Source: an optimization exercise on an open RTL-to-GDS flow (aim: small area, a short achievable clock period and few clock cycles per item). Production flows keep margins and buffers that such runs may drop.
At most, simulation tests tie the RTL to the original design; equivalence was not proved.
For run 2, only the layout was checked, not whether the RTL still works.
Power is estimated from default activity; no workload was simulated.

==> design/flow/design.v <==
package ntt_add_pkg;
  localparam int ADD_W     = 128;
  localparam int KS_LEVELS = 7;
  typedef struct packed {
    logic [ADD_W-1:0] p;
    logic [ADD_W-1:0] g;
  } pg_t;
endpackage
module ks_cell (
  input  logic pi,
  input  logic gi,
  input  logic pj,
  input  logic gj,
  output logic p,
  output logic g
);
  assign p = pi & pj;
  assign g = gi | (pi & gj);
endmodule
module ks_carry_pipe #(
  parameter int W = ntt_add_pkg::ADD_W
) (
  input  logic         clk,
  input  logic         rst_n,
  input  logic         in_valid,
  output logic         in_ready,
  input  logic [W-1:0] p,
  input  logic [W-1:0] g,
  input  logic         cin,
  output logic         out_valid,
  input  logic         out_ready,
  output logic [W-1:0] sum,
  output logic         cout
);
  localparam int NL = ntt_add_pkg::KS_LEVELS;
  logic [NL:0][W-1:0] lv_p;
  logic [NL:0][W-1:0] lv_g;
  logic               stall;
  logic               load;
  assign stall    = out_valid & ~out_ready;
  assign in_ready = ~stall;
  assign load     = in_valid & ~stall;
  assign lv_p[0] = p;
  assign lv_g[0] = {g[W-1:1], g[0] | (p[0] & cin)};
  for (genvar k = 1; k <= NL; k++) begin : g_lvl
    localparam int D = 1 << (k - 1);
    for (genvar i = 0; i < W; i++) begin : g_bit
      if (i >= D) begin : g_cell
        ks_cell u_cell (
          .pi(lv_p[k-1][i]),
          .gi(lv_g[k-1][i]),
          .pj(lv_p[k-1][i-D]),
          .gj(lv_g[k-1][i-D]),
          .p (lv_p[k][i]),
          .g (lv_g[k][i])
        );
      end else begin : g_pass
        assign lv_p[k][i] = lv_p[k-1][i];
        assign lv_g[k][i] = lv_g[k-1][i];
      end
    end
  end
  always_ff @(posedge clk or negedge rst_n) begin
    if (!rst_n) out_valid <= 1'b0;
    else if (!stall) out_valid <= in_valid;
  end
  always_ff @(posedge clk) begin
    if (load) begin
      sum  <= p ^ {lv_g[NL][W-2:0], cin};
      cout <= lv_g[NL][W-1];
    end
  end
endmodule
==> design/flow/run.sh <==
#!/bin/bash
# synth_recipe.tcl (not shown) runs the flow's synth.tcl, then flattens the netlist and writes it again
# the make line also repeats each setting of config.mk as NAME=value (left out here)
make -C /OpenROAD-flow-scripts/flow DESIGN_CONFIG=/design/flow/config.mk WORK_HOME=/design/flow/orfs CLKGATE_MAP_FILE= SYNTH_SCRIPT=/design/flow/synth_recipe.tcl finish
==> design/flow/config.mk <==
export PLATFORM = sky130hd
export DESIGN_NAME = ks_carry_pipe
export DESIGN_NICKNAME = ks_carry_pipe
export VERILOG_FILES = /design/flow/design.v
export SDC_FILE = /design/flow/constraint.sdc
export NUM_CORES = 4
export LEC_CHECK = 0
export CAP_MARGIN = 20
export CORE_MARGIN = 2
export CORE_UTILIZATION = 40
export SLEW_MARGIN = 20
==> design/flow/constraint.sdc <==
create_clock -name core_clock -period 2.5 [get_ports {clk}]
set_input_delay 0.5000 -clock core_clock [delete_from_list [all_inputs] [get_ports {clk}]]
set_output_delay 0.5000 -clock core_clock [all_outputs]
set_load 0.01 [all_outputs]
==> flow_results.org, run 1 <==
** Status
- Result of the run :: failed layout checks
- Layout violations :: negative setup slack

** Drt
- The pre-antenna-repair detailed-routing pass consisted of 6 iterations.
- After detailed routing, the number of remaining DRC violations is 0.
- Using the TritonRoute via totals, the vias-per-cell ratio works out to 5.730.
- Wire length after detailed routing :: 56630 um
- Post-DR wirelength/cell :: approximately 21 um
- Final ANT Viol Nets :: 0
- After the first detailed-routing iteration, the DRC count stood at 1497.
- The final route contains roughly 16000 vias.

** Critical path
- The worst register-to-register path begins at out_valid.
- Along the worst path, the maximum fanout reaches 4.
- STA puts the critical path data required time at 2690 ps.
- Setup crit start kind :: input pin
- Measured in cells, the most critical reg-to-reg path has a length of 3.
- Arrival time at the worst endpoint :: 3340 ps
- In this run the register-to-register setup slack is 1000 ps.
- Endpoint type of the worst setup path :: flop
- Critical path type :: input pin to flop
- Worst reg2reg endpoint :: sum[70]

** Placement
- The congestion estimate from routability-driven global placement came to 1.038.
- IO Port Bufs :: 391
- Pre-CTS setup slack :: -1395 ps
- Detailed placement finished with a half-perimeter wire length of about 41000 um.

** STA
- Across the routed clock network, the largest skew measured is 11.91 ps.
- Number of pins with negative max-slew slack in the final report :: 0
- Headroom to the max-slew limit came out at 61.45%.
- Unrepaired setup endpoints after global routing :: true
- Final critical-path share of the clock period :: 125.8%
- Crit path time final :: around 3100 ps
- Once routing completed, OpenROAD measured the worst setup slack at -644.7 ps.
- Derived from the worst setup path, the maximum achievable clock frequency is 0.3180 GHz.
- Tightest hold margin :: 205.2 ps
- Fin. Hold Viols :: 0
- Number of failing setup endpoints in the final timing report :: between 90 and 100
- Adding up every negative setup slack in the final design gives -26970 ps.
- For the pin with the worst max-slew slack, the measured transition is 572.2 ps.

** CTS
- Clock sink count :: 130
- Clock tree buffer depth :: 2
- In this run, CTS created clock tree buffers numbering 17.
- Buffers inserted to repair hold after CTS numbered 0.
- The clock tree synthesis step divided the H-tree into 4 levels.
- At the later pin of the worst-skew pair, clock insertion delay measures 430 ps.
- The tree is rooted in a clkbuf_16.
- CTS tree :: built
- Clock-pin slew was measured on the worst setup and hold paths at 70 ps.

** Synth
- Count of unique library cells instantiated by Yosys :: 75
- Sequential elements use 35.49% of the synthesized area.
- Post-Synthesis Net Count :: 1601
- Cells after synthesis :: around 1300
- A synthesized cell averages ~8 um^2.
- The synthesized design contains 130 register bits.
- In this run the cell area of the synthesized design comes to 10980 um^2.
- Post-synth EDFFs :: around 130
- For this run, the number of Yosys warnings is 1.
- The top cell type by area accounts for 35.27% of the synthesized area.
- edfxtp_1 takes more of the synthesized area than any other cell.
- Yosys attributes the largest share of cell area to edfxtp_1 35%, a21oi_1 9.2%, xnor2_1 5.9%.
- Post-synthesis async set-or-reset flop share :: less than 1%
- The most used flip-flop cell after synthesis is edfxtp_1.

** Floorplanning
- Once the floorplan was initialized, standard cells occupied 40.76% of the core.
- Die Wd :: 169.7 um
- Number of I/O pins :: approximately 400
- Core region area :: 26950 um^2
- Die span in y :: between 150 and 200 um
- Placement Rows :: 60
- Area of the die :: just under 30000 um^2

** Final layout
- Area growth from synthesis to layout :: 105.3%
- Nets@finish :: 2620
- Layout cells sized above 1 :: 43.29%

** Global route
- The initial antenna violation count is 3.
- Final global-route overflow total :: 0
- The via count of the first global-routing pass was 14940.
- Entering global routing, the biggest net connects 47 pins.
- The first global-routing pass estimated 80670 um of wire.
- Across every metal layer, demand over resource in global routing totals 35.85%.

** Pwr
- VDD sags by at most 415.2 uV.
- For this design the ratio of total power to cell area is 391.8 nW/um^2.
- Total power :: 8.836 mW
- In this run the static leakage power is about 9.4 nW.

** Flow run
- Max-cap violations in this run came to 0.

** Worst hold path
- Worst hold-check path type :: input pin to asynchronous set/reset pin
-- sequential cells by signal (all words and copies together) (netlist names) --
name,flops
out_valid,1
sum,128
cout,1
-- power by group --
group,leakage [nW],internal [mW],switching [mW]
sequential,1.24,2.65,0.0642
clock,0.283,1.51,1.14
combinational,7.83,1.85,1.62
total,9.35,6.01,2.83
-- cells in the final DEF, fill, tap and decap left out, types with 11 or more instances in the layout --
master             n
buf_4            608
clkdlybuf4s50_1  256
edfxtp_1         129
a21oi_1          125
nand2_1          110
dlygate4sd2_1     95
nor2_1            94
buf_6             72
a21oi_2           70
nand4_1           65
a21o_1            59
xnor2_1           53
o21ai_0           51
xor2_1            46
o21bai_1          40
inv_1             38
o21ai_2           30
o21a_1            22
o21ai_1           19
clkbuf_16         17
nor3_1            16
nand3_1           15
nand2_2           15
xnor2_2           15
nor2_2            14
a21oi_4           14
clkdlybuf4s15_1   11
-- how the worst max path moves through the flow --
stage / start / end / slack, ps / cells past startpoint
detailed placement: cin / cout / -1390 / 15
global placement: p[46] / sum[125] / -1340 / 15
floorplan: p[0] / cout / -710 / 14
CTS: cin / cout / -540 / 15
global route: p[43] / sum[120] / -680 / 16
finish: p[37] / cout / -640 / 14
-- through the flow --
step / std cells / util (%) / instance area [um^2]
final: 2716 / 83.69 / 22560
after global routing: 2713 / 83.66 / 22550
after CTS: 2687 / 81.01 / 21830
after detailed placement: 2591 / 73.22 / 19730
after global placement: 2591 / 73.22 / 19730
after floorplan: 1338 / - / 11190
-- worst max-delay path, cell delays in order --
cell	delay, ps
dlygate4sd2_1	270
buf_6	140
a21oi_2	150
o21ai_2	90
nor4_1	370
a211oi_1	180
buf_4	190
a32o_2	240
a21o_1	200
o21ai_2	160
o31a_1	210
o211ai_1	160
a221o_1	330
a21o_1	160
-- kinds of logic after synthesis --
family                     synth area share, %
muxes                                   0.1025
and+or+nand+nor                          18.97
buffers and inverters                    3.862
AOI/OAI and AO/OA                        31.46
adders and majority gates               0.2278
DFF                                      35.49
xor gates and xnor gates                 9.887
-- final cells by class --
cell class	count	area (um^2)
clock buffers	18	439.2
inverters	39	146.4
fillers	1611	4395
well taps	341	426.7
diodes	5	12.51
multi-input cells	1098	8284
flip-flops and latches	130	3899
clock inverters	14	153.9
repair buffers	1071	9194
-- timing repair --
action / CTS / global route
gates resized for setup: 451 / 148
endpoints found under the setup margin: 103 / 92
pin swaps: 150 / 120
buffers inserted: 77 / 46
-- synth_stat cells (7+ instances only) --
cell / count
a21oi_1: 203
edfxtp_1: 129
nand2_1: 127
nor2_1: 114
o21ai_0: 81
xnor2_1: 74
nand4_1: 65
clkbuf_1: 64
a21o_1: 59
xor2_1: 50
o21bai_1: 48
inv_1: 39
nor3_1: 26
o21ai_1: 26
o21a_1: 24
nand3_1: 19
nor2b_1: 12
nand2b_1: 11
nor4_1: 11
a31oi_1: 10
o211ai_1: 9
a211oi_1: 7
a21boi_0: 7
a221oi_1: 7
and2_1: 7
or2_2: 7
-- routing by layer --
metal	wire length (um)	global-route usage (%)	up-vias
li1	-	-	7044
met1	22070	44.80	7387
met2	26990	61.35	897
met3	4733	6.623	234
met4	2819	14.05	2
met5	16	0	-
Testbench counts, summed over its fixed seeds: cycles 3,208, items 3,200.
==> run 2, diff against run 1 <==
==> design/flow/design.v (replaced) <==
package ntt_add_pkg;
  localparam int ADD_W     = 128;
  localparam int KS_LEVELS = 7;
  typedef struct packed {
    logic [ADD_W-1:0] p;
    logic [ADD_W-1:0] g;
  } pg_t;
endpackage
module ks_cell (
  input  logic pi,
  input  logic gi,
  input  logic pj,
  input  logic gj,
  output logic p,
  output logic g
);
  assign p = pi & pj;
  assign g = gi | (pi & gj);
endmodule
module ks_carry_pipe #(
  parameter int W         = ntt_add_pkg::ADD_W,
  parameter int REG_EVERY = 2
) (
  input  logic         clk,
  input  logic         rst_n,
  input  logic         in_valid,
  output logic         in_ready,
  input  logic [W-1:0] p,
  input  logic [W-1:0] g,
  input  logic         cin,
  output logic         out_valid,
  input  logic         out_ready,
  output logic [W-1:0] sum,
  output logic         cout
);
  localparam int NL = ntt_add_pkg::KS_LEVELS;
  logic [NL-1:0][W-1:0]  st_p;
  logic [NL-1:0][W-1:0]  st_g;
  logic [NL-1:0][W-1:0]  st_src;
  logic [NL-1:0]         st_c;
  logic [NL-1:0]         st_v;
  logic [NL:1][W-1:0]    lv_p;
  logic [NL:1][W-1:0]    lv_g;
  logic stall;
  logic adv;
  logic unused_top_p;
  assign stall    = out_valid & ~out_ready;
  assign adv      = ~stall;
  assign in_ready = ~stall;
  assign st_p[0]   = p;
  assign st_g[0]   = {g[W-1:1], g[0] | (p[0] & cin)};
  assign st_src[0] = p;
  assign st_c[0]   = cin;
  assign st_v[0]   = in_valid;
  for (genvar k = 1; k <= NL; k++) begin : g_lvl
    localparam int D = 1 << (k - 1);
    for (genvar i = 0; i < W; i++) begin : g_bit
      if (i >= D) begin : g_cell
        ks_cell u_cell (
          .pi(st_p[k-1][i]),
          .gi(st_g[k-1][i]),
          .pj(st_p[k-1][i-D]),
          .gj(st_g[k-1][i-D]),
          .p (lv_p[k][i]),
          .g (lv_g[k][i])
        );
      end else begin : g_pass
        assign lv_p[k][i] = st_p[k-1][i];
        assign lv_g[k][i] = st_g[k-1][i];
      end
    end
    if (k < NL) begin : g_bnd
      if (k % REG_EVERY == 0) begin : g_reg
        logic [W-1:0] r_p;
        logic [W-1:0] r_g;
        logic [W-1:0] r_src;
        logic         r_c;
        logic         r_v;
        always_ff @(posedge clk or negedge rst_n) begin
          if (!rst_n) begin
            r_v   <= 1'b0;
            r_p   <= '0;
            r_g   <= '0;
            r_src <= '0;
            r_c   <= 1'b0;
          end else if (adv) begin
            r_v <= st_v[k-1];
            if (st_v[k-1]) begin
              r_p   <= lv_p[k];
              r_g   <= lv_g[k];
              r_src <= st_src[k-1];
              r_c   <= st_c[k-1];
            end
          end
        end
        assign st_p[k]   = r_p;
        assign st_g[k]   = r_g;
        assign st_src[k] = r_src;
        assign st_c[k]   = r_c;
        assign st_v[k]   = r_v;
      end else begin : g_wire
        assign st_p[k]   = lv_p[k];
        assign st_g[k]   = lv_g[k];
        assign st_src[k] = st_src[k-1];
        assign st_c[k]   = st_c[k-1];
        assign st_v[k]   = st_v[k-1];
      end
    end
  end
  assign unused_top_p = ^lv_p[NL];
  always_ff @(posedge clk or negedge rst_n) begin
    if (!rst_n) begin
      out_valid <= 1'b0;
      sum       <= '0;
      cout      <= 1'b0;
    end else if (adv) begin
      out_valid <= st_v[NL-1];
      if (st_v[NL-1]) begin
        sum  <= st_src[NL-1] ^ {lv_g[NL][W-2:0], st_c[NL-1]};
        cout <= lv_g[NL][W-1];
      end
    end
  end
endmodule
==> run 2 against run 1 <==
The run now finishes clean. First-iteration DRC count rose by 140%. Clock power increased to 7.7 times the previous value. Synthesized area grew to 4.8 times the previous value. Count of clock-buffer cells in the layout rose by 180. Sequential power increased to 12 times the previous value. Worst hold slack better by 120 ps. Clock skew increased by 18 ps. Worst setup slack improved by 850 ps.
==> flow_results.org, run 2 <==
** STA
- The setup slack after layout was 207.6 ps (was -644.7 ps).
- The achievable frequency came to 0.4362 GHz (was 0.3180 GHz).
- Fin. Hold Viols :: 0 (unchanged)
- Setup Total Neg Slack :: 0 ps (was -26970 ps)
- The slew at the pin closest to its max-slew limit was 860.9 ps (was 572.2 ps).
- The post-layout minimum cycle time was 2292 ps (was 3145 ps).
- Unrepaired setup endpoints after global routing :: false (was true)
- Final critical-path share of the clock period :: 91.70% (was 125.8%)
- Relative slew slack :: 42.61% (was 61.45%)
- Layout Skew :: 29.80 ps (was 11.91 ps)
- Number of pins with negative max-slew slack in the final report :: 0 (unchanged)
- The number of failing setup endpoints in the final timing report was 0 (was 92).

** Placement
- Pre-CTS setup slack :: 87.22 ps (was -1395 ps)
- Detailed placement HPWL :: 143100 um (was 41360 um)
- IO Port Bufs :: 391 (unchanged)
- The routability congestion estimate is 0.9817 (was 1.038).

** Critical path
- The category of the worst setup path launch point is a flop (was input pin).
- The category of cells accounting for the largest share of critical-path delay was flip-flops (was compound AO/OA/AOI/OAI gates).
- The type of the setup path with the least slack is flop to output port (was input pin to flop).
- Bufs and invs on worst path :: 2 (was 3)
- Crit path max fanout :: 8 (was 4)
- Chain of cells forming the critical path :: nor2b_4 > inv_6 > dlygate4sd2_1 (was dlygate4sd2_1 > buf_6 > a21oi_2 > o21ai_2 > nor4_1 > a211oi_1 > buf_4 > a32o_2 > a21o_1 > o21ai_2 > o31a_1 > o211ai_1 > a221o_1 > a21o_1)
- The required time at the endpoint of the critical path came to 2000 ps (was 2690 ps).
- Library cell contributing the largest single delay on the critical path :: dfrtp_1 (was nor4_1)
- The kind of capture point of the worst setup path was an output port (was flop).
- The arrival time at the worst endpoint was 1790 ps (was 3340 ps).
- Max stage delay on crit path :: 390 ps (was 370 ps)

** Synth
- Warning count from the yosys run :: 1 (unchanged)
- The register area share after synthesis is 57.62% (was 35.49%).
- Post-Synthesis Net Count :: 4609 (was 1601)
- The post-synthesis instance area is 52290 um^2 (was 10980 um^2).
- Top area cells in the synthesized netlist: dfrtp_1 58%, mux2_2 20%, a21oi_1 5.6% (was edfxtp_1 35%, a21oi_1 9.2%, xnor2_1 5.9%).
- Dominant synthesized flop cell :: dfrtp_1 (was edfxtp_1)
- The count of mapped cells out of synthesis was 4348 (was 1338).
- Dominant cell type by area after synthesis :: dfrtp_1 (was edfxtp_1)
- The area fraction of the dominant cell type after synthesis is 57.62% (was 35.27%).
- The number of different library cells in the post-synthesis netlist was 37 (was 75).
- Post-synthesis average cell area :: 12.03 um^2 (was 8.209 um^2)
- Post-synth EDFFs :: 0 (was 129)
- The most used standard cell by instance count after synthesis is dfrtp_1 (was a21oi_1).
- Post-synthesis async set-or-reset flop share :: 100.0% (was 0.7692%)
- The total of flip-flops plus latches after synthesis was 1204 (was 130).
- Commonest cells in the netlist: 1204 x dfrtp_1, 909 x mux2_2, 582 x a21oi_1 (was 203 x a21oi_1, 129 x edfxtp_1, 127 x nand2_1).

** Drt
- The count of vias placed by the detailed router is 38370 (was 15560).
- The average detailed-routed wire length per instance came to 27.41 um (was 20.85 um).
- The first-pass iteration count of the detailed router came to 6 (unchanged).
- The post-route DRC violation count came to 0 (unchanged).
- The post-detailed-route count of antenna-violating nets was 0 (unchanged).
- The total wire length is 184400 um (was 56630 um).
- Vias/cell :: 5.702 (was 5.730)
- The violation count after the first detailed-route iteration came to 3618 (was 1497).

** Global route
- Number of global-route vias before repair :: 39070 (was 14940)
- Total global routing track utilization :: 27.72% (was 35.85%)
- Pin count of the biggest net entering global routing :: 96 (was 47)
- The aggregate global routing overflow came to 0 (unchanged).
- First-pass GRT wire length :: 269300 um (was 80670 um)
- Antenna violations before repair :: 7 (was 3)

** Floorplanning
- Number of I/O pins :: 392 (unchanged)
- The width of the chip was 365.6 um (was 169.7 um).
- Area of the die :: 133600 um^2 (was 28800 um^2)
- Placement Rows :: 132 (was 60)
- Core region area :: 129600 um^2 (was 26950 um^2)
- The overall die height came to 365.6 um (was 169.7 um).
- The initial standard-cell utilization of the core came to 40.33% (was 40.76%).

** Final layout
- Layout cells sized above 1 :: 26.68% (was 43.29%)
- The footprint of the multi-input gates came to 21070 um^2 (was 8284 um^2).
- The number of flip-flops in the largest register is 384 (was 128).
- Register with the most flip-flops :: g_lvl.g_bnd.g_reg.r_g (was sum)
- Area growth from synthesis to layout :: 22.72% (was 105.3%)
- The final layout net count is 5146 (was 2620).
- The area of all sequential standard cells was 30130 um^2 (was 3899 um^2).
- Top flop regs :: g_lvl.g_bnd.g_reg.r_g (384), g_lvl.g_bnd.g_reg.r_src (382), g_lvl.g_bnd.g_reg.r_p (302) (was sum (128), cout (1), out_valid (1))
- Leading cell types in the layout, fill and taps excluded: 1202 x dfrtp_1, 909 x mux2_2, 582 x a21oi_1 (was 608 x buf_4, 256 x clkdlybuf4s50_1, 129 x edfxtp_1).
- Fill cell total of the finished layout :: 11710 (was 1611)
- Leading cell type in the layout, fill and taps excluded :: dfrtp_1 (was buf_4)

** CTS
- The clock latency of the later-clocked register in the worst-skew pair was 780 ps (was 430 ps).
- The number of buffers created by CTS came to 135 (was 17).
- The clock slew at the register clock pins of the worst setup and hold paths was 60 ps (was 70 ps).
- The count of clock tree sinks was 1204 (was 130).
- Clk Tree Root Cell :: clkbuf_16 (unchanged)
- Clock tree buffer depth :: 3 (was 2)
- CTS H-tree depth :: 4 (unchanged)
- The clock tree from TritonCTS is built (unchanged).

** Pwr
- Pwr/cell area :: 1208 nW/um^2 (was 391.8 nW/um^2)
- The leakage component of the power was 26.11 nW (was 9.351 nW).
- The maximum vdd drop came to 766.4 uV (was 415.2 uV).
- The overall power after layout was 77.53 mW (was 8.836 mW).

** Worst hold path
- The worst hold-check path type was input pin to asynchronous set/reset pin (unchanged).

** Flow run
- Max-Cap Viols :: 0 (unchanged)

** Status
- Result of the run: finished clean (was failed layout checks).
==> run 2: cell types whose count changed in the layout (fill, tap and decap cells not counted), moves of 72 or more <==
cell             delta
dlygate4sd2_1      -94
buf_6              -72
nor2_1            +182
mux2_2            +908
xnor2_1            +75
o21ai_0           +362
buf_4             -468
a21oi_1           +457
clkbuf_16         +126
clkdlybuf4s50_1   +133
edfxtp_1          -129
dfrtp_1          +1201
nand2_1           +170
==> run 2: cell families after synthesis <==
| kind of cell | share of synthesized area (%) |
|---|---|
| mux | 20.53 |
| xor+xnor | 2.144 |
| flops | 57.62 |
| simple gates | 5.175 |
| compound gates | 12.39 |
| buf+inv | 2.146 |
==> run 2: per-stage QoR <==
step / util (%) / instances / cell area, um^2 / hold WS, ps
2_1_floorplan: - / 4348 / 52290 / 204.4
3_3_place_gp: 45.99 / 6488 / 59620 / 471.5
3_5_place_dp: 45.99 / 6488 / 59620 / 475.4
4_1_cts: 49.49 / 6727 / 64170 / 304.5
5_1_grt: 49.50 / 6728 / 64170 / 341.2
6_report: 49.50 / 6729 / 64170 / 324.7
==> run 2: final cells by class <==
cell class                 instances  area share (%)
antenna                            2        0.007799
clock buffer                     198           6.335
clock inverter                    39          0.7292
inverter                          34          0.2067
multi-input combinational       2921           32.84
sequential                      1204           46.95
tap                             1742           3.396
timing repair buffer             589           9.536
==> run 2: metal layers <==
layer	vias up	global-route usage, %	part of all wire [%]
met5	-	0	0.037
met4	10	12.30	4.7
met3	320	5.478	7.0
met2	1389	43.31	46
met1	19920	37.42	42
li1	16730	-	-
==> run 2: power by group <==
part / internal, mW / leakage [nW] / switching, mW
Combinational: 12.4 / 9.58 / 11.7
Clock: 12.1 / 2.24 / 8.26
Sequential: 26.0 / 14.3 / 6.94
==> run 2: worst paths after layout <==
| path | startpoint | to | slack (ps) | cells past startpoint |
|---|---|---|---|---|
| setup / recovery | out_valid | in_ready | 210 | 3 |
| hold / removal | rst_n | g_lvl[2].g_bnd.g_reg.r_src[29] | 320 | 2 |
| setup reg to reg | out_valid | g_lvl[4].g_bnd.g_reg.r_g[65] | 530 | 7 |
| hold reg to reg | sum[100] | sum[100] | 490 | 1 |
| max in group asynchronous | rst_n | sum[20] | 1200 | 4 |
| min in group core_clock | g[127] | g_lvl[2].g_bnd.g_reg.r_g[127] | 410 | 3 |
==> run 2: repair_timing <==
action                                  CTS  global route
gates resized for setup                   1             0
buffers inserted                          1             0
hold buffers                              1             0
hold endpoints to repair                 22             0
endpoints found under the setup margin    1             0

==> re-timing with driven ports <==
No port has a modelled driver above. Below, the same layouts with a new extraction and two added sets of constraints.
Step 1 (the two cells are an assumption about what drives the block):
set clk [get_ports {clk}]
set_driving_cell -lib_cell sky130_fd_sc_hd__clkbuf_16 $clk
set_driving_cell -lib_cell sky130_fd_sc_hd__buf_2 [delete_from_list [all_inputs] $clk]
Step 2 times the ports against the registers' clock, not the clock port: input delays grow and output delays shrink by t, the midpoint of the rising clock arrivals with the driver on.
Three values: ideal ports, drivers, drivers and shift; two values: the first two.
run	t, ns	setup WS [ns]	worst slew at a driven data input, ns
run 1	0.484	-0.645 / -0.620 / -1.104	0.14
run 2	0.839	0.208 / 0.126 / -0.006	0.09
With both steps, setup timing fails in run 2, where it was met with ideal ports. The setup slack of run 1, which loses most, moves by +0.025 ns with the drivers and by -0.459 ns with both steps.
